This design comes from an exercise in tuning for small area and a short achievable clock period on the open sky130 flow, not from production work. Function was checked by simulation only, so behaviour that the tests miss may differ from the original. Power figures rest on the tool's default switching activity, not on a simulated workload.

==> flow/design.v <==
`default_nettype none
module neander_mem_resp #(
    parameter int WAIT_CYCLES = 1,
    parameter int DATA_W      = 8
) (
    input  logic              clock,
    input  logic              RESET,
    input  logic [7:0]        endM,
    input  logic [DATA_W-1:0] dataIN,
    input  logic              read,
    input  logic              write,
    output logic [DATA_W-1:0] dataOUT,
    output logic              ready,
    input  logic              ld_we,
    input  logic [7:0]        ld_addr,
    input  logic [DATA_W-1:0] ld_data,
    output logic [DATA_W-1:0] io_out,
    output logic              ld_rdy
);
    localparam int NWORDS = 255;
    localparam int NGRP   = 16;           
    localparam int GW     = 256 / NGRP;   
    logic              r_idle, r_s1, r_s2, r_s3;
    logic [15:0]       r_hi;              
    logic [15:0]       r_lo [2];          
    logic              r_iohit;           
    logic [DATA_W-1:0] r_data;
    logic              r_op_wr;
    logic              r_ldrdy;           
    logic [15:0]       r_whi_n;           
    logic [15:0]       r_wlo_n [2];       
    logic [DATA_W-1:0] r_dout;
    logic [DATA_W-1:0] r_rd [NGRP];
    logic [DATA_W-1:0] r_io;
    logic [DATA_W-1:0] r_mem [NWORDS];
    logic              w_accept;
    logic              w_io_hit;
    logic [7:0]        w_addr;
    logic              w_ld_take;
    logic              w_cpu_wr;
    logic [DATA_W-1:0] w_grp [NGRP];
    logic [DATA_W-1:0] w_rd_word;
    assign w_accept = r_idle && !ld_we && (read || write);
    assign w_io_hit = r_iohit;
    assign w_addr   = ld_we ? ld_addr : endM;
    assign w_ld_take = r_idle && ld_we;
    assign w_cpu_wr  = r_s2 && r_op_wr;
    always_comb begin
        for (int g = 0; g < NGRP; g++) begin
            w_grp[g] = '0;
            for (int i = 0; i < GW; i++) begin
                if (g * GW + i < NWORDS) begin
                    w_grp[g] = w_grp[g] | ({DATA_W{r_lo[g / 8][i]}} & r_mem[g * GW + i]);
                end
            end
        end
    end
    always_comb begin
        w_rd_word = '0;
        for (int g = 0; g < NGRP; g++) begin
            if (r_hi[g * (16 / NGRP) +: (16 / NGRP)] != '0) begin
                w_rd_word = w_rd_word | r_rd[g];
            end
        end
    end
    always_ff @(posedge clock) begin
        for (int w = 0; w < NWORDS; w++) begin
            if (!(r_whi_n[w / 16] || r_wlo_n[w / 128][w % 16])) begin
                r_mem[w] <= r_data;
            end
        end
    end
    always_ff @(posedge clock) begin
        if (r_idle) begin
            r_data  <= ld_we ? ld_data : dataIN;
            r_op_wr <= write;
        end
    end
    always_ff @(posedge clock) begin
        for (int g = 0; g < NGRP; g++) begin
            r_rd[g] <= w_grp[g];
        end
    end
    always_ff @(posedge clock) begin
        if (RESET) begin
            r_idle    <= 1'b1;
            r_s1      <= 1'b0;
            r_s2      <= 1'b0;
            r_s3      <= 1'b0;
            r_ldrdy   <= 1'b1;
            r_whi_n   <= '1;
            r_wlo_n[0] <= '1;
            r_wlo_n[1] <= '1;
            r_hi      <= '0;
            r_lo[0]   <= '0;
            r_lo[1]   <= '0;
            r_iohit   <= 1'b0;
            r_dout    <= '0;
            r_io      <= '0;
        end else begin
            r_idle    <= (r_idle && !w_accept) || r_s3;
            r_s1      <= w_accept;
            r_s2      <= r_s1;
            r_s3      <= r_s2;
            r_ldrdy   <= !(w_accept || r_s1 || r_s2);
            for (int i = 0; i < 16; i++) begin
                r_whi_n[i] <= !((w_ld_take && (ld_addr[7:4] == 4'(i))) || (w_cpu_wr && r_hi[i]));
                r_wlo_n[0][i] <= !((w_ld_take && !ld_addr[7] && (ld_addr[3:0] == 4'(i))) ||
                                   (w_cpu_wr && r_lo[0][i]));
                r_wlo_n[1][i] <= !((w_ld_take &&  ld_addr[7] && (ld_addr[3:0] == 4'(i))) ||
                                   (w_cpu_wr && r_lo[1][i]));
            end
            if (r_idle) begin
                for (int i = 0; i < 16; i++) begin
                    r_hi[i]    <= (w_addr[7:4] == 4'(i));
                    r_lo[0][i] <= !w_addr[7] && (w_addr[3:0] == 4'(i));
                    r_lo[1][i] <=  w_addr[7] && (w_addr[3:0] == 4'(i));
                end
                r_iohit <= (w_addr == 8'hFF);
            end
            if (r_s2) begin
                if (!r_op_wr) begin
                    r_dout <= w_io_hit ? r_io : w_rd_word;
                end else if (w_io_hit) begin
                    r_io <= r_data;
                end
            end
        end
    end
    assign dataOUT = r_dout;
    assign ready   = r_s3;
    assign ld_rdy  = r_ldrdy;
    assign io_out  = r_io;
endmodule
`default_nettype wire
export LEC_CHECK = 0
export ABC_CLOCK_PERIOD_IN_PS = 1800
export CAP_MARGIN = 20
export CORE_MARGIN = 2
export CORE_UTILIZATION = 60
export CTS_CLUSTER_DIAMETER = 100
export CTS_CLUSTER_SIZE = 24
export SETUP_SLACK_MARGIN = 2.35
export SLEW_MARGIN = 20
create_clock -name core_clock -period 4.4 [get_ports {clock}]
standard.sh (not shown) runs the stock make flow with config.mk's settings and CLKGATE_MAP_FILE= SYNTH_SCRIPT=/design/flow/synth_recipe.tcl, a recipe that flattens the netlist after the stock synthesis.
==> flow/flow/run.sh <==
#!/bin/bash
# The standard layout, with one change: the port buffers that buffer_ports
# inserts on every input and output are buf_4 cells rather than the delay-cell
# buffers it picks by default. Everything else (synthesis, floorplan, power
# grid, placement, CTS, routing) is standard.sh unchanged.
set -euo pipefail
export BUFFER_PORTS_ARGS="-buffer_cell sky130_fd_sc_hd__buf_4"
bash standard.sh finish > standard_finish.log 2>&1
The baseline went through all stages and came out clean.
Change:
--- a/flow/config.mk
+++ b/flow/config.mk
@@ -12,4 +12,4 @@
 export CTS_CLUSTER_DIAMETER = 100
 export CTS_CLUSTER_SIZE = 24
-export SETUP_SLACK_MARGIN = 2.35
+export SETUP_SLACK_MARGIN = 2.45
 export SLEW_MARGIN = 20
Clock-buffer cell count does not change.
Cell area increases by about 0.66%.
Register-to-register slack improved by 0.07 ns.
Hold slack got worse by 0.0073 ns.

== run A ==
// neander_mem_resp: RTL as listed in full above, without the edits since
clock: 4.4 ns
lec_check: 0
abc_clock_period_in_ps: 1800
cap_margin: 20
core_margin: 2
core_utilization: 68
cts_cluster_diameter: 100
cts_cluster_size: 24
place_density: 0.7
setup_slack_margin: 2.25
slew_margin: 20
Scripts as last shown in full above: flow/flow/run.sh
Run A closes out successfully: all stages finished, all timing, DRC and antenna checks passed.
Changes in run B relative to run A:
# run A
export LEC_CHECK = 0
export ABC_CLOCK_PERIOD_IN_PS = 1800
export CAP_MARGIN = 20
export CORE_MARGIN = 2
export CORE_UTILIZATION = 68
export CTS_CLUSTER_DIAMETER = 100
export CTS_CLUSTER_SIZE = 24
export PLACE_DENSITY = 0.7
export SETUP_SLACK_MARGIN = 2.25
export SLEW_MARGIN = 20
create_clock -name core_clock -period 4.4 [get_ports {clock}]
# run B
export LEC_CHECK = 0
export ABC_CLOCK_PERIOD_IN_PS = 1800
export CAP_MARGIN = 20
export CORE_MARGIN = 2
export CORE_UTILIZATION = 60
export CTS_CLUSTER_DIAMETER = 100
export CTS_CLUSTER_SIZE = 24
export SETUP_SLACK_MARGIN = 2.25
export SLEW_MARGIN = 20
create_clock -name core_clock -period 4.4 [get_ports {clock}]
Notes after the runs:
[compare] base=run A new=run B: share of power burned in the clock network barely changed; proportion of cell area occupied by multi-input gates essentially unchanged; post-detailed-route wirelength per cell +1.7 um.
Maximum number of buffers from clock root to sink: run A vs run B identical
Delta (run B minus run A): post-route minimum period +0.014 ns, portion of the layout cell area used by non-clock buffers about even, delay of the slowest cell on the worst path -0.62 ns.
Looking at end point of the critical path, the io_out[2] result is from run B; the r_mem[56][4] one comes from run A.
Looking at run A and run B, the multi-input logic area is a wash.
Post-layout instance count excluding filler cells: run B > run A

[static timing again, ports no longer ideal]
The flow's constraints put no driver on any port. The routed layouts listed below were extracted and timed again, unchanged, in two steps. Step 1 sets driving cells, clkbuf_16 on the clock port and buf_2 on the other inputs (assumed; they add their load-dependent delay and slew). Step 2 times the ports against the registers' clock, not the clock port: input delays grow and output delays shrink by t, the midpoint of the rising clock arrivals with the driver on. a / b / c = ideal ports / drivers / drivers and shift; a / b = the first two.
| run | t (ns) | setup slack, ns | hold slack, ns |
|---|---|---|---|
| the first run of note 1 | 0.827 | 2.190 / 2.116 / 1.680 | 0.389 / 0.357 / 0.475 |
| the second run of note 1 | 0.837 | 2.178 / 2.095 / 1.669 | 0.381 / 0.342 / 0.478 |
| run A | 0.809 | 2.214 / 2.144 / 1.699 | 0.400 / 0.348 / 0.468 |
| run B | 0.826 | 2.200 / 2.126 / 1.651 | 0.394 / 0.363 / 0.478 |
After both steps every run listed still meets setup and hold. The setup slack of run B, which loses most, moves by -0.074 ns with the drivers and by -0.549 ns with both steps.
